Source: an optimization exercise on an open RTL-to-GDS flow (aim: small area). Production flows keep margins and buffers that such runs may drop. Where RTL was checked, it was by simulation tests only, not by an equivalence proof against the original. Power figures rest on the tool's default switching activity, not on a simulated workload.

==> module ctrl_reg_bank, before the edit <==
module ctrl_reg_bank #(
	parameter int N_REGS = 31
) (
	input  logic                                   tx_clk,
	input  logic                                   rst,
	input  logic                                   wr,
	input  logic                                   keep,
	input  daq_ctrl_pkg::reg_addr_t                wr_addr,
	input  daq_ctrl_pkg::reg_word_t                wr_data,
	input  daq_ctrl_pkg::reg_addr_t                rd_addr,
	output daq_ctrl_pkg::reg_word_t                rd_data,
	output daq_ctrl_pkg::reg_word_t [N_REGS-1:0]   regs
);
	for (genvar i = 0; i < N_REGS; i++) begin : g_reg
		always_ff @(posedge tx_clk or posedge rst) begin
			if (rst) begin
				regs[i] <= '0;
			end else begin
				regs[i] <= (regs[i] & {7{!(!keep && wr_addr == i)}})
				         | (wr_data & {7{wr && wr_addr == i}});
			end
		end
	end
	localparam int N_GRP = (N_REGS + 2) / 3;
	logic [N_REGS-1:0] rd_sel;
	daq_ctrl_pkg::reg_word_t [N_GRP-1:0] grp;
	always_comb begin
		for (int i = 0; i < N_REGS; i++) rd_sel[i] = rd_addr == daq_ctrl_pkg::cnt_at(i);
		for (int g = 0; g < N_GRP; g++) begin
			grp[g] = '0;
			for (int k = 0; k < 3; k++) begin
				if (3 * g + k < N_REGS) grp[g] = grp[g] | (regs[3 * g + k] & {7{rd_sel[3 * g + k]}});
			end
		end
		rd_data = '0;
		for (int g = 0; g < N_GRP; g++) rd_data = rd_data | grp[g];
	end
endmodule
Settings: LEC_CHECK=0, CAP_MARGIN=20, CORE_MARGIN=2, CORE_UTILIZATION=40, SLEW_MARGIN=20; clock period 10.0 ns.
standard.sh (not shown) runs the stock make flow with config.mk's settings and CLKGATE_MAP_FILE= SYNTH_SCRIPT=/design/flow/synth_recipe.tcl, a recipe that flattens the netlist after the stock synthesis.
==> flow/flow/run.sh <==
#!/bin/bash
# Own layout flow: the standard flow (standard.sh) with two changes.
#  1. Synthesis is the standard script with only the ABC script swapped for the
#     area-oriented flow/area.abc. Its registers (names and cell types) are
#     checked against the standard synthesis; if they differ the standard
#     netlist is used instead.
#  2. Port buffers are sky130_fd_sc_hd__buf_1 (buffer_ports -buffer_cell).
# Each tool's output goes to a log file of its own in this folder.
set -euo pipefail
W=$PWD
R=$W/orfs/results/$FLOW_PLATFORM/daq_ctrl_top/base

bash standard.sh synth > log_std_synth.txt 2>&1
cp "$R/1_2_yosys.v" ref_netlist.v

# 2. own synthesis: same script and make call, abc script swapped
{ cat flow/abc_override.tcl; cat synth_recipe.tcl; } > own_synth.tcl
sed "s#SYNTH_SCRIPT=[^ ]*#SYNTH_SCRIPT=$W/own_synth.tcl#" standard.sh > own_standard.sh
mkdir -p ref_results
cp -p "$R"/1_* ref_results/
rm -f "$R"/1_*
export OWN_ABC_SCRIPT=$W/flow/area.abc
if bash own_standard.sh synth > log_own_synth.txt 2>&1 \
   && python3 flow/regs.py ref_netlist.v "$R/1_2_yosys.v" > log_regs.txt 2>&1; then
  echo "own synthesis used" >> log_regs.txt
else
  echo "own synthesis not used, back to the standard netlist" >> log_regs.txt
  rm -f "$R"/1_*
  cp -p ref_results/1_* "$R"/
fi

# 3. the rest of the standard flow, port buffers as buf_1
export BUFFER_PORTS_ARGS="-buffer_cell sky130_fd_sc_hd__buf_1"
export CTS_ARGS="-sink_clustering_enable -sink_clustering_size 16 -sink_clustering_max_diameter 80 -buf_list sky130_fd_sc_hd__clkbuf_8 -dont_use_dummy_load -repair_clock_nets"
bash own_standard.sh > log_layout.txt 2>&1
test -s out/final.def
Other scripts of this flow, unchanged in this note and not shown: flow/flow/abc_override.tcl, flow/flow/area.abc, flow/flow/regs.py
Next try:
--- a/flow/design.v
+++ b/flow/design.v
@@ -98,25 +98,44 @@
 	input  daq_ctrl_pkg::reg_word_t                wr_data,
 	input  daq_ctrl_pkg::reg_addr_t                rd_addr,
 	output daq_ctrl_pkg::reg_word_t                rd_data,
 	output daq_ctrl_pkg::reg_word_t [N_REGS-1:0]   regs
 );
+	logic [3:0] wr_lo;
+	logic [3:0] keep_lo;
+	logic [7:0] wr_hi;
+	always_comb begin
+		for (int k = 0; k < 4; k++) begin
+			wr_lo[k]   = wr && wr_addr[1:0] == k;
+			keep_lo[k] = !keep && wr_addr[1:0] == k;
+		end
+		for (int j = 0; j < 8; j++) wr_hi[j] = wr_addr[4:2] == j;
+	end
 	for (genvar i = 0; i < N_REGS; i++) begin : g_reg
+		logic we;
+		logic hold;
+		assign we   = wr_lo[i % 4] && wr_hi[i / 4];
+		assign hold = !(keep_lo[i % 4] && wr_hi[i / 4]);
 		always_ff @(posedge tx_clk or posedge rst) begin
 			if (rst) begin
 				regs[i] <= '0;
 			end else begin
-				regs[i] <= (regs[i] & {7{!(!keep && wr_addr == i)}})
-				         | (wr_data & {7{wr && wr_addr == i}});
+				regs[i] <= (regs[i] & {7{hold}}) | (wr_data & {7{we}});
 			end
 		end
 	end
 	localparam int N_GRP = (N_REGS + 2) / 3;
 	logic [N_REGS-1:0] rd_sel;
+	logic [3:0] rd_lo;
+	logic [7:0] rd_hi;
 	daq_ctrl_pkg::reg_word_t [N_GRP-1:0] grp;
 	always_comb begin
-		for (int i = 0; i < N_REGS; i++) rd_sel[i] = rd_addr == daq_ctrl_pkg::cnt_at(i);
+		for (int k = 0; k < 4; k++) rd_lo[k] = rd_addr[1:0] == k;
+		for (int j = 0; j < 8; j++) rd_hi[j] = rd_addr[4:2] == j;
+		for (int i = 0; i < N_REGS; i++) begin
+			rd_sel[i] = rd_lo[daq_ctrl_pkg::cnt_at(i) % 4] && rd_hi[daq_ctrl_pkg::cnt_at(i) / 4];
+		end
 		for (int g = 0; g < N_GRP; g++) begin
 			grp[g] = '0;
 			for (int k = 0; k < 3; k++) begin
 				if (3 * g + k < N_REGS) grp[g] = grp[g] | (regs[3 * g + k] & {7{rd_sel[3 * g + k]}});
 			end
The new run completed without violations; non-clock buffer count fell by 5; wire length shrinks by 1.3%; worst setup slack got worse by 540 ps; via count decreases by about 1.5%; core utilization came out lower by 0.17 points; critical path depth climbs by 1; final area falls by 2.4%; die area drops by 1.5%; sequential share of layout area is higher by 1.4 points; final cell count falls by 2.6%; synthesized area is lower by about 1.6%; total power shrinks by 1.0%; global-route usage falls by 0.15 points; worst hold slack is about the same.
The RTL of the first run of this note was laid out without a check of its function.

daq_ctrl_top, a different RTL version from the one above (not shown whole).
For scale: ~1500 cells after synthesis, ~460 flip-flops, ~18000 um2 of cells after synthesis.
==> module cmd_decoder, before the edit <==
module cmd_decoder (
	input  logic       tx_clk,
	input  logic       rst,
	input  logic       clr,
	input  logic [7:0] byte_in,
	input  logic       byte_ready,
	output logic       byte_unload,
	output logic       wr_fast,
	output logic       wr_slow,
	output logic       keep_fast,
	output logic       keep_slow,
	output logic [4:0] addr,
	output logic [6:0] wdata,
	output logic [6:0] pulses
);
	logic tgt_slow;
	logic tgt_none;
	logic trig;
	logic decode;
	assign decode = !byte_ready && byte_unload;
	always_ff @(posedge tx_clk or posedge rst) begin
		if (rst) begin
			byte_unload <= 1'b0;
			wr_fast     <= 1'b0;
			wr_slow     <= 1'b0;
			keep_fast   <= 1'b1;
			keep_slow   <= 1'b1;
			trig        <= 1'b0;
		end else begin
			byte_unload <= byte_ready;
			wr_fast     <= decode && byte_in[7] && !tgt_slow && !tgt_none;
			wr_slow     <= decode && byte_in[7] && tgt_slow && !tgt_none;
			keep_fast   <= !(decode && byte_in[7] && !tgt_slow && !tgt_none);
			keep_slow   <= !(decode && byte_in[7] && tgt_slow && !tgt_none);
			trig        <= decode && byte_in[7:3] == 5'd0 && byte_in[2:0] != 3'd7;
		end
	end
	always_ff @(posedge tx_clk) begin
		if (clr) begin
			tgt_slow  <= 1'b0;
			tgt_none  <= 1'b0;
			addr      <= '0;
		end else begin
			if (decode && !byte_in[7] && (byte_in[6] || byte_in[5])) begin
				tgt_slow <= byte_in[6] && byte_in[5];
				tgt_none <= !byte_in[6];
			end
			if (decode && byte_in[7:6] == 2'b01) addr <= byte_in[4:0];
		end
	end
	always_ff @(posedge tx_clk) begin
		wdata <= byte_in[6:0];
	end
	always_comb begin
		pulses    = '0;
		pulses[6] = trig && wdata[2:0] == 3'd0;
		pulses[3] = trig && wdata[2:0] == 3'd1;
		pulses[4] = trig && wdata[2:0] == 3'd2;
		pulses[5] = trig && wdata[2:0] == 3'd3;
		pulses[2] = trig && wdata[2:0] == 3'd4;
		pulses[1] = trig && wdata[2:0] == 3'd5;
		pulses[0] = trig && wdata[2:0] == 3'd6;
	end
endmodule
export LEC_CHECK = 0
export CAP_MARGIN = 20
export CORE_MARGIN = 2
export CORE_UTILIZATION = 60
export PLACE_DENSITY = 0.7
export SLEW_MARGIN = 20
create_clock -name core_clock -period 10.0 [get_ports {tx_clk}]
==> flow/flow/run.sh <==
#!/bin/bash
# Own layout flow: the standard flow (standard.sh) with two changes.
#  1. Synthesis is the standard script with only the ABC script swapped for the
#     area-oriented flow/area.abc. Its registers (names and cell types) are
#     checked against the standard synthesis; if they differ the standard
#     netlist is used instead.
#  2. Port buffers are sky130_fd_sc_hd__buf_1 (buffer_ports -buffer_cell).
#  3. Clock tree: clusters of at most 16 sinks within 80 um, each driven by a
#     clkbuf_8, without dummy loads (CTS_ARGS).
# Each tool's output goes to a log file of its own in this folder.
set -euo pipefail
W=$PWD
R=$W/orfs/results/$FLOW_PLATFORM/daq_ctrl_top/base

bash standard.sh synth > log_std_synth.txt 2>&1
cp "$R/1_2_yosys.v" ref_netlist.v

# 2. own synthesis: same script and make call, abc script swapped
{ cat flow/abc_override.tcl; cat synth_recipe.tcl; } > own_synth.tcl
sed "s#SYNTH_SCRIPT=[^ ]*#SYNTH_SCRIPT=$W/own_synth.tcl#" standard.sh > own_standard.sh
mkdir -p ref_results
cp -p "$R"/1_* ref_results/
rm -f "$R"/1_*
export OWN_ABC_SCRIPT=$W/flow/area.abc
if bash own_standard.sh synth > log_own_synth.txt 2>&1 \
   && python3 flow/regs.py ref_netlist.v "$R/1_2_yosys.v" > log_regs.txt 2>&1; then
  echo "own synthesis used" >> log_regs.txt
else
  echo "own synthesis not used, back to the standard netlist" >> log_regs.txt
  rm -f "$R"/1_*
  cp -p ref_results/1_* "$R"/
fi

# 3. the rest of the standard flow, port buffers as buf_1
export BUFFER_PORTS_ARGS="-buffer_cell sky130_fd_sc_hd__buf_1"
export CTS_ARGS="-sink_clustering_enable -sink_clustering_size 16 -sink_clustering_max_diameter 80 -buf_list sky130_fd_sc_hd__clkbuf_8 -dont_use_dummy_load -repair_clock_nets"
bash own_standard.sh > log_layout.txt 2>&1
test -s out/final.def
Other scripts of this flow, unchanged in this note and not shown: flow/flow/abc_override.tcl, flow/flow/area.abc, flow/flow/regs.py
The starting point finished clean.
Rerun with:
--- a/flow/design.v
+++ b/flow/design.v
@@ -42,26 +42,28 @@
 	output logic [6:0] pulses
 );
 	logic tgt_slow;
 	logic tgt_none;
 	logic trig;
+	logic wr;
+	logic keep;
+	assign wr_fast   = wr && !tgt_slow;
+	assign wr_slow   = wr && tgt_slow;
+	assign keep_fast = keep || tgt_slow;
+	assign keep_slow = keep || !tgt_slow;
 	logic decode;
 	assign decode = !byte_ready && byte_unload;
 	always_ff @(posedge tx_clk or posedge rst) begin
 		if (rst) begin
 			byte_unload <= 1'b0;
-			wr_fast     <= 1'b0;
-			wr_slow     <= 1'b0;
-			keep_fast   <= 1'b1;
-			keep_slow   <= 1'b1;
+			wr          <= 1'b0;
+			keep        <= 1'b1;
 			trig        <= 1'b0;
 		end else begin
 			byte_unload <= byte_ready;
-			wr_fast     <= decode && byte_in[7] && !tgt_slow && !tgt_none;
-			wr_slow     <= decode && byte_in[7] && tgt_slow && !tgt_none;
-			keep_fast   <= !(decode && byte_in[7] && !tgt_slow && !tgt_none);
-			keep_slow   <= !(decode && byte_in[7] && tgt_slow && !tgt_none);
+			wr          <= decode && byte_in[7] && !tgt_none;
+			keep        <= !(decode && byte_in[7] && !tgt_none);
 			trig        <= decode && byte_in[7:3] == 5'd0 && byte_in[2:0] != 3'd7;
 		end
 	end
 	always_ff @(posedge tx_clk) begin
 		if (clr) begin
=> The new run went through all stages and came out clean; design area stays flat; first-iteration DRC count goes up by a little under a tenth; final cell count does not change; fmax shrinks by about a fifth; clock skew fell by 3.9 ps; count of clock-buffer cells in the layout does not change; total power decreases slightly; routed wire length rose slightly; hold slack loses 14 ps; via count increases slightly.
Only the layout flow was run in the first run of this note; the RTL was not checked for function there.

==> what the ideal ports hide <==
How much do the figures lean on ideal ports? The routed layouts below were timed once more, with nothing changed but the port constraints.
Step 1: set_driving_cell puts a clkbuf_16 on tx_clk and a buf_2 on each other input, an assumption about the parent block.
Step 2 adds t to the input delays and takes it off the output delays; t is the mean of the earliest and latest rising clock arrival at the registers after step 1. Input paths then give back, and output paths get back, about the clock's delay inside the block.
Three values: no drivers, after step 1, after step 2; two values: the first two.
run	t, ns	setup slack, ns	worst setup path at the end
the first run of note 1	0.655	6.328 / 6.277 / 6.342	input to register
the second run of note 1	0.640	5.792 / 5.741 / 6.330	input to register
the first run of note 2	0.603	6.096 / 6.047 / 6.225	input, reset recovery
the second run of note 2	0.592	5.074 / 5.024 / 5.616	register to output
After both steps every run listed still meets setup and hold. Setup slack includes reset recovery checks.
